This is an optimization exercise on Yosys and OpenROAD, whose aim is small area and few clock cycles, not a production implementation.
In this exercise RTL edits were held to simulation tests only and were not proved equivalent to the original.

## nearest_neighbour_downscaler
module nearest_neighbour_downscaler #(
	parameter int OUT_SIZE = nnd_pkg::OUT_SIZE_DEF,
	parameter int MAX_SOURCE_DIM = nnd_pkg::MAX_SOURCE_DIM_DEF
) (
	input  logic                            clk,
	input  logic                            arst_n,
	input  logic                            cfg_valid,
	output logic                            cfg_ready,
	input  logic [nnd_pkg::CFG_IDX_W-1:0]   cfg_index,
	input  logic [nnd_pkg::DIM_W-1:0]       cfg_data,
	input  logic                            in_valid,
	output logic                            in_ready,
	input  logic [nnd_pkg::OP_W-1:0]        operation,
	input  logic [nnd_pkg::CH_W-1:0]        red_in,
	input  logic [nnd_pkg::CH_W-1:0]        green_in,
	input  logic [nnd_pkg::CH_W-1:0]        blue_in,
	input  logic [nnd_pkg::CH_W-1:0]        alpha_in,
	output logic                            out_valid,
	input  logic                            out_ready,
	output logic [nnd_pkg::CH_W-1:0]        red_out,
	output logic [nnd_pkg::CH_W-1:0]        green_out,
	output logic [nnd_pkg::CH_W-1:0]        blue_out,
	output logic [nnd_pkg::CH_W-1:0]        alpha_out,
	output logic [nnd_pkg::OY_W-1:0]        out_column,
	output logic [nnd_pkg::OY_W-1:0]        out_line,
	output logic                            row_last,
	output logic                            replay_pending,
	output logic                            image_done
);
	logic [7:0] wn_q, hn_q, wm1, hm1;
	logic [7:0] cfg_vm1;
	logic big;
	logic [7:0] col_q, g_q;
	logic fin;
	logic [5:0] orow_q;
	logic [8:0] e_q;
	logic fresh_q;
	logic e_act_q;
	logic [5:0] ox_q;
	logic op_push, op_rep, op_rst;
	logic col_last, emit_row, sampled, rep_ok, rep_may, dead;
	logic xfer, ox_last, pop, e_end, act_free, stall, acc;
	logic do_push, do_we, do_emit, do_rst;
	logic [8:0] gw, gm, gd, eh, em, ed;
	logic ac;
  ...
Size: about 99 I/O pins, about 55000 um^2 of cells after synthesis.
==> flow/config.mk <==
export PLATFORM = sky130hd
export DESIGN_NAME = nearest_neighbour_downscaler
export DESIGN_NICKNAME = nearest_neighbour_downscaler
export VERILOG_FILES = /design/flow/design.v
export SDC_FILE = /design/flow/constraint.sdc
export NUM_CORES = 4
export LEC_CHECK = 0
export CAP_MARGIN = 0
export CORE_MARGIN = 2
export CORE_UTILIZATION = 60
export GPL_TIMING_DRIVEN = 0
export SLEW_MARGIN = 0
export SYNTH_MEMORY_MAX_BITS = 16384
==> flow/constraint.sdc <==
create_clock -name core_clock -period 10.0 [get_ports {clk}]
set_input_delay 2.0000 -clock core_clock [delete_from_list [all_inputs] [get_ports {clk}]]
set_output_delay 2.0000 -clock core_clock [all_outputs]
set_load 0.01 [all_outputs]
standard.sh (not shown) runs the stock make flow with config.mk's settings and CLKGATE_MAP_FILE= SYNTH_SCRIPT=/design/flow/synth_recipe.tcl, a recipe that flattens the netlist after the stock synthesis.
==> flow/flow/run.sh <==
#!/bin/bash
# Standard layout with two changes: the port buffers are buf_1 cells, and clock tree
# synthesis uses clkbuf_8 clusters of at most 20 sinks without dummy loads.
set -euo pipefail
export BUFFER_PORTS_ARGS="-buffer_cell sky130_fd_sc_hd__buf_1"
export CTS_ARGS="-sink_clustering_enable -repair_clock_nets -sink_clustering_size 20 -sink_clustering_max_diameter 60 -buf_list sky130_fd_sc_hd__clkbuf_8 -dont_use_dummy_load"
bash standard.sh > standard.log 2>&1
Testbench counts at the start, summed over its fixed seeds: cycles 685,379.
Rerun with:
==> flow/flow/run.sh (replaced) <==
#!/bin/bash
# Standard layout with two changes: the port buffers are buf_1 cells, and clock tree
# synthesis uses clkbuf_16 clusters of at most 36 sinks without dummy loads.
set -euo pipefail
export BUFFER_PORTS_ARGS="-buffer_cell sky130_fd_sc_hd__buf_1"
export CTS_ARGS="-sink_clustering_enable -repair_clock_nets -sink_clustering_size 36 -sink_clustering_max_diameter 70 -buf_list sky130_fd_sc_hd__clkbuf_16 -dont_use_dummy_load"
bash standard.sh > standard.log 2>&1
- GPL_TIMING_DRIVEN: 0 -> not set
The changed run went through all stages and came out clean.
Register-to-register slack loses 0.41 ns.
Final cell count drops slightly.
Core utilization drops by 0.31 points.

==> separate check: timing with driven ports <==
The results above use ideal ports. As a check the final layouts listed here were re-extracted and re-timed, cells and wires unchanged.
Step 1 assumes that a clkbuf_16 drives the clock port and a buf_2 every other input.
Step 2 adds t to the input delays and takes it off the output delays; t is the mean of the earliest and latest rising clock arrival at the registers after step 1. Input paths then give back, and output paths get back, about the clock's delay inside the block.
Three values: no drivers, after step 1, after step 2; two values: the first two.
run	shift t [ns]	setup slack, ns	hold slack, ns	worst register clock-pin slew, ns	pins driven straight from the clock port
the first run	0.803	3.034 / 2.970 / 3.563	0.379 / 0.379 / 0.379	0.12 / 0.12	1
the second run	0.680	3.334 / 3.271 / 3.881	0.351 / 0.351 / 0.351	0.12 / 0.12	1
After both steps every run listed still meets setup and hold.
